This is an optimization exercise on Yosys and OpenROAD, whose aim is small area, not a production implementation. Where RTL was checked, it was by simulation tests only, not by an equivalence proof against the original. Power figures rest on the tool's default switching activity, not on a simulated workload.

==> flow/design.v (excerpt) <==
module shooter_top #(
    parameter int TICK_CYCLES = 4,
    parameter int SPAWN_TICKS = 8
) (
    input  logic                                             clk,
    input  logic                                             rstn,
    input  logic [3:0]                                       btn,
    output logic                                             playing,
    output logic                                             player_alive,
    output shooter_pkg::coord_t                              player_x,
    output shooter_pkg::score_t                              score,
    output logic [shooter_pkg::NUM_SLOTS*shooter_pkg::SPRITE_W-1:0] bullets,
    output logic [shooter_pkg::NUM_SLOTS*shooter_pkg::SPRITE_W-1:0] enemies
);
Size: roughly 1400 cells after synthesis, about 150 flip-flops, roughly 12000 sq um of cells after synthesis.
Settings: LEC_CHECK=0, ABC_AREA=1, CAP_MARGIN=20, CORE_MARGIN=2, CORE_UTILIZATION=40, SLEW_MARGIN=20; clock period 25.0 ns.
standard.sh (not shown) runs the stock make flow with config.mk's settings and CLKGATE_MAP_FILE= SYNTH_SCRIPT=/design/flow/synth_recipe.tcl, a recipe that flattens the netlist after the stock synthesis.
==> flow/flow/run.sh <==
#!/bin/bash
# The standard layout with three changes:
#  - synthesis maps the logic with flow/area.abc (an area-oriented ABC script, without the
#    delay-driven buffering and upsizing of ORFS's default script); everything else in
#    synthesis, including the register mapping, is the standard flow's own synth_recipe.tcl
#  - the port buffers are made from the smallest buffer cell (every input and output port
#    still gets its own buffer)
#  - clock tree synthesis adds no dummy load cells at the tree's leaves
# make's output goes to flow_make.log here; each ORFS step keeps its own log under orfs/logs/.
set -euo pipefail
here=$(pwd)
{
  echo 'proc abc {args} {'
  echo '  set i [lsearch $args -script]'
  echo "  if {\$i >= 0} { lset args [expr {\$i + 1}] {$here/flow/area.abc} }"
  echo '  yosys abc {*}$args'
  echo '}'
  cat synth_recipe.tcl
} > area_synth.tcl
sed "s#SYNTH_SCRIPT=[^ ]*synth_recipe.tcl#SYNTH_SCRIPT=$here/area_synth.tcl#" standard.sh > area_standard.sh
grep -q "SYNTH_SCRIPT=$here/area_synth.tcl" area_standard.sh
export BUFFER_PORTS_ARGS="-buffer_cell sky130_fd_sc_hd__buf_1"
export SKIP_REPAIR_TIE_FANOUT=1
export CTS_ARGS="-sink_clustering_enable -repair_clock_nets -dont_use_dummy_load -sink_clustering_size 20 -buf_list sky130_fd_sc_hd__clkbuf_8"
bash area_standard.sh > flow_make.log 2>&1
==> flow/flow/area.abc <==
strash
&get -n
&deepsyn -T 60
&dch -f
&nf -R 1000 -p -a
&put
topo
The first run finished clean.
Next try:
--- a/flow/flow/run.sh
+++ b/flow/flow/run.sh
@@ -22,4 +22,3 @@
 export BUFFER_PORTS_ARGS="-buffer_cell sky130_fd_sc_hd__buf_1"
-export SKIP_REPAIR_TIE_FANOUT=1
-export CTS_ARGS="-sink_clustering_enable -repair_clock_nets -dont_use_dummy_load -sink_clustering_size 20 -buf_list sky130_fd_sc_hd__clkbuf_8"
+export CTS_ARGS="-sink_clustering_enable -repair_clock_nets -dont_use_dummy_load -sink_clustering_size 40 -sink_clustering_max_diameter 300 -buf_list sky130_fd_sc_hd__clkbuf_8"
 bash area_standard.sh > flow_make.log 2>&1
Outcome: Wire length increases by about 2.4%. Power increases by 1.3%. Via count increases by 2.1%. Design area increases by about 1%.


Setup of rev 12:
shooter_top, a different RTL version from the one above (not shown whole).
Size in the first run: roughly 1,700 cells after synthesis, about 150 flip-flops, about 220 I/O pins, about 0.014 mm^2 of cells after synthesis.
==> flow/config.mk <==
export PLATFORM = sky130hd
export DESIGN_NAME = shooter_top
export DESIGN_NICKNAME = shooter_top
export VERILOG_FILES = /design/flow/design.v
export SDC_FILE = /design/flow/constraint.sdc
export NUM_CORES = 4
export LEC_CHECK = 0
export CAP_MARGIN = 20
export CORE_MARGIN = 2
export CORE_UTILIZATION = 40
export SLEW_MARGIN = 20
==> flow/constraint.sdc <==
create_clock -name core_clock -period 25.0 [get_ports {clk}]
set_input_delay 5.0000 -clock core_clock [delete_from_list [all_inputs] [get_ports {clk}]]
set_output_delay 5.0000 -clock core_clock [all_outputs]
set_load 0.01 [all_outputs]
run.sh (not shown) runs the stock make flow with config.mk's settings and CLKGATE_MAP_FILE= SYNTH_SCRIPT=/design/flow/synth_recipe.tcl, a recipe that flattens the netlist after the stock synthesis.
Stock flow here: none of the scripts above is used.
In summary, rev 12 completed successfully, with a layout that passed the timing, design-rule and antenna checks.
#### Input delta (rev 13 over rev 12)
Settings: an added CTS_BUF_LIST of sky130_fd_sc_hd__clkbuf_4 sky130_fd_sc_hd__clkbuf_8; an added ABC_AREA of 1.
==> flow/flow/run.sh (new file) <==
#!/bin/bash
# The standard layout, with the port buffers made from the smallest buffer cell
# (every input and output port still gets its own buffer). make's output goes to
# flow_make.log here; each ORFS step keeps its own log under orfs/logs/.
set -euo pipefail
export BUFFER_PORTS_ARGS="-buffer_cell sky130_fd_sc_hd__buf_1"
bash standard.sh > flow_make.log 2>&1
==> flow/standard.sh (new file) <==
#!/bin/bash
# synth_recipe.tcl (not shown) runs the flow's synth.tcl, then flattens the netlist and writes it again
# the make line also repeats each setting of config.mk as NAME=value (left out here)
make -C /OpenROAD-flow-scripts/flow DESIGN_CONFIG=/design/flow/config.mk WORK_HOME=/design/flow/orfs CLKGATE_MAP_FILE= SYNTH_SCRIPT=/design/flow/synth_recipe.tcl "${@:-finish}"
removed: flow/run.sh
Findings:
As of rev 13, wire length reported by the detailed router had fallen slightly compared to rev 12. Rev 13 against rev 12: clock latency at the later pin of the worst-skew pair moved up, cell depth of the worst hold path moved down, sequential power moved up, maximum fanout along the worst path moved up. On proportion of power drawn by the clock network: between rev 12 and rev 13, it ends up lower for rev 13. The largest family of logic cells by synthesized area comes out adder cells in one run and simple AND/OR/NAND/NOR gates in the other, namely in rev 12 and rev 13 respectively. Changes observed in rev 13 relative to rev 12: mux cell area share after synthesis down 0.22 points; average wire length per cell after detail routing down 2.2 um. Die area: rev 12 and rev 13 compared, lower one is rev 13. Measured against rev 12, the total via count after detailed routing of rev 13 comes out at 1.07 times the reference value. In rev 13 the clock period minus worst slack turned out 0.42 ns lower than in rev 12.
No run of this note included a check of the RTL's function; only the layout flow was run.


RTL: one of the versions met above, not the one the previous note started from.
Size: about 1400 cells after synthesis, ~12000 um^2 of cells after synthesis.
==> flow/config.mk <==
export PLATFORM = sky130hd
export DESIGN_NAME = shooter_top
export DESIGN_NICKNAME = shooter_top
export VERILOG_FILES = /design/flow/design.v
export SDC_FILE = /design/flow/constraint.sdc
export NUM_CORES = 4
export LEC_CHECK = 0
export ABC_AREA = 1
export CAP_MARGIN = 20
export CORE_MARGIN = 2
export CORE_UTILIZATION = 40
export CTS_BUF_LIST = sky130_fd_sc_hd__clkbuf_8
export SLEW_MARGIN = 20
==> flow/constraint.sdc <==
create_clock -name core_clock -period 25.0 [get_ports {clk}]
set_input_delay 5.0000 -clock core_clock [delete_from_list [all_inputs] [get_ports {clk}]]
set_output_delay 5.0000 -clock core_clock [all_outputs]
set_load 0.01 [all_outputs]
standard.sh (not shown) runs the stock make flow with config.mk's settings and CLKGATE_MAP_FILE= SYNTH_SCRIPT=/design/flow/synth_recipe.tcl, a recipe that flattens the netlist after the stock synthesis.
==> flow/flow/run.sh <==
#!/bin/bash
# The standard layout with two changes:
#  - synthesis maps the logic with flow/area.abc (an area-oriented ABC script, without the
#    delay-driven buffering and upsizing of ORFS's default script); everything else in
#    synthesis, including the register mapping, is the standard flow's own synth_recipe.tcl
#  - the port buffers are made from the smallest buffer cell (every input and output port
#    still gets its own buffer)
# make's output goes to flow_make.log here; each ORFS step keeps its own log under orfs/logs/.
set -euo pipefail
here=$(pwd)
{
  echo 'proc abc {args} {'
  echo '  set i [lsearch $args -script]'
  echo "  if {\$i >= 0} { lset args [expr {\$i + 1}] {$here/flow/area.abc} }"
  echo '  yosys abc {*}$args'
  echo '}'
  cat synth_recipe.tcl
} > area_synth.tcl
sed "s#SYNTH_SCRIPT=[^ ]*synth_recipe.tcl#SYNTH_SCRIPT=$here/area_synth.tcl#" standard.sh > area_standard.sh
grep -q "SYNTH_SCRIPT=$here/area_synth.tcl" area_standard.sh
export BUFFER_PORTS_ARGS="-buffer_cell sky130_fd_sc_hd__buf_1"
bash area_standard.sh > flow_make.log 2>&1
Scripts as last shown in full above: flow/flow/area.abc
Change:
--- a/flow/flow/run.sh
+++ b/flow/flow/run.sh
@@ -2 +2 @@
-# The standard layout with two changes:
+# The standard layout with three changes:
@@ -7,0 +8 @@
+#  - clock tree synthesis adds no dummy load cells at the tree's leaves
@@ -21,0 +23 @@
+export CTS_ARGS="-sink_clustering_enable -repair_clock_nets -dont_use_dummy_load -sink_clustering_size 20 -buf_list sky130_fd_sc_hd__clkbuf_8"
--- a/flow/config.mk
+++ b/flow/config.mk
@@ -12 +11,0 @@
-export CTS_BUF_LIST = sky130_fd_sc_hd__clkbuf_8
After rerunning: Core utilization drops by 0.75 points. Critical path depth is unchanged. Power drops by about 5.6%. Via count climbs by about 0.35%. Die area stays the same.


shooter_top again, from the RTL that the note above started with.
==> flow/config.mk <==
export PLATFORM = sky130hd
export DESIGN_NAME = shooter_top
export DESIGN_NICKNAME = shooter_top
export VERILOG_FILES = /design/flow/design.v
export SDC_FILE = /design/flow/constraint.sdc
export NUM_CORES = 4
export LEC_CHECK = 0
export ABC_AREA = 1
export CAP_MARGIN = 20
export CORE_MARGIN = 2
export CORE_UTILIZATION = 40
export SLEW_MARGIN = 20
==> flow/constraint.sdc <==
create_clock -name core_clock -period 25.0 [get_ports {clk}]
set_input_delay 5.0000 -clock core_clock [delete_from_list [all_inputs] [get_ports {clk}]]
set_output_delay 5.0000 -clock core_clock [all_outputs]
set_load 0.01 [all_outputs]
==> flow/flow/run.sh <==
#!/bin/bash
# The standard layout with three changes:
#  - synthesis maps the logic with flow/area.abc (an area-oriented ABC script, without the
#    delay-driven buffering and upsizing of ORFS's default script); everything else in
#    synthesis, including the register mapping, is the standard flow's own synth_recipe.tcl
#  - the port buffers are made from the smallest buffer cell (every input and output port
#    still gets its own buffer)
#  - clock tree synthesis adds no dummy load cells at the tree's leaves
# make's output goes to flow_make.log here; each ORFS step keeps its own log under orfs/logs/.
set -euo pipefail
here=$(pwd)
{
  echo 'proc abc {args} {'
  echo '  set i [lsearch $args -script]'
  echo "  if {\$i >= 0} { lset args [expr {\$i + 1}] {$here/flow/area.abc} }"
  echo '  yosys abc {*}$args'
  echo '}'
  cat synth_recipe.tcl
} > area_synth.tcl
sed "s#SYNTH_SCRIPT=[^ ]*synth_recipe.tcl#SYNTH_SCRIPT=$here/area_synth.tcl#" standard.sh > area_standard.sh
grep -q "SYNTH_SCRIPT=$here/area_synth.tcl" area_standard.sh
export BUFFER_PORTS_ARGS="-buffer_cell sky130_fd_sc_hd__buf_1"
export CTS_ARGS="-sink_clustering_enable -repair_clock_nets -dont_use_dummy_load -sink_clustering_size 30 -sink_clustering_max_diameter 200 -buf_list "sky130_fd_sc_hd__clkbuf_8 sky130_fd_sc_hd__clkbuf_16""
bash area_standard.sh > flow_make.log 2>&1
Scripts as last shown in full above: flow/flow/area.abc
Change:
--- a/flow/flow/run.sh
+++ b/flow/flow/run.sh
@@ -2 +2 @@
-# The standard layout with three changes:
+# The standard layout with two changes:
@@ -8 +7,0 @@
-#  - clock tree synthesis adds no dummy load cells at the tree's leaves
@@ -23 +21,0 @@
-export CTS_ARGS="-sink_clustering_enable -repair_clock_nets -dont_use_dummy_load -sink_clustering_size 30 -sink_clustering_max_diameter 200 -buf_list "sky130_fd_sc_hd__clkbuf_8 sky130_fd_sc_hd__clkbuf_16""
--- a/flow/config.mk
+++ b/flow/config.mk
@@ -11,0 +12,2 @@
+export CTS_BUF_LIST = sky130_fd_sc_hd__clkbuf_4 sky130_fd_sc_hd__clkbuf_8
+export CTS_CLUSTER_SIZE = 10
The changed run passed the timing, design-rule and antenna checks; sequential share of layout area decreases by 0.42 points; wire length hardly moves; utilization came out higher by 0.75 points; power grows by 5.9%; final cell count grows by 0.75%; first-iteration DRC count is lower by 7.1%; setup slack gets better by 59 ps.
Change:
==> flow/flow/area.abc (replaced) <==
strash
dch -f
amap
topo
--- a/flow/config.mk
+++ b/flow/config.mk
@@ -13 +12,0 @@
-export CTS_CLUSTER_SIZE = 10
What happened: The new run went through all stages and came out clean; clock power decreases by about 5%; total power went down by 14%; via count climbs by 9.1%; synthesized cell count goes up by 9.2%; register-to-register slack improves by 120 ps; cell area grows by about 0.7%; worst setup slack is better by 120 ps; combinational power falls by about 20%; clock skew goes up by 5.6 ps.

-- port drivers added, routing unchanged --
In the flow no input, the clock included, has a driving cell. The finished layouts below were timed again as built, in two steps. Step 1 assumes that a clkbuf_16 drives the clock port and a buf_2 every other input. Step 2 also shifts input and output timing later by t, the mid clock arrival at the registers, as if the neighbouring blocks saw the same clock. Slacks: ideal ports / drivers / drivers and shift; pairs: ideal ports / drivers.
run | t, ns | setup WS [ns] | worst setup path at the end | worst register clock-pin slew, ns | worst data-port slew with drivers (ns)
the first run of note 1 | 0.500 | 17.228 / 17.228 / 17.228 | register to register | 0.10 / 0.10 | 0.03
the second run of note 1 | 0.495 | 17.149 / 17.149 / 17.149 | register to register | 0.10 / 0.10 | 0.03
rev 12 | 0.490 | 17.100 / 17.100 / 17.100 | register to register | 0.07 / 0.07 | 0.04
rev 13 | 0.561 | 17.516 / 17.467 / 18.028 | register to output | 0.11 / 0.11 | 0.03
the first run of note 3 | 0.504 | 17.209 / 17.209 / 17.209 | register to register | 0.11 / 0.11 | 0.03
the second run of note 3 | 0.495 | 17.149 / 17.149 / 17.149 | register to register | 0.10 / 0.10 | 0.03
the first run of note 4 | 0.495 | 17.149 / 17.149 / 17.149 | register to register | 0.10 / 0.10 | 0.03
the second run of note 4 | 0.504 | 17.209 / 17.209 / 17.209 | register to register | 0.11 / 0.11 | 0.03
the third run of note 4 | 0.544 | 17.324 / 17.324 / 17.324 | register to register | 0.12 / 0.12 | 0.03
After both steps every run listed still meets setup and hold.
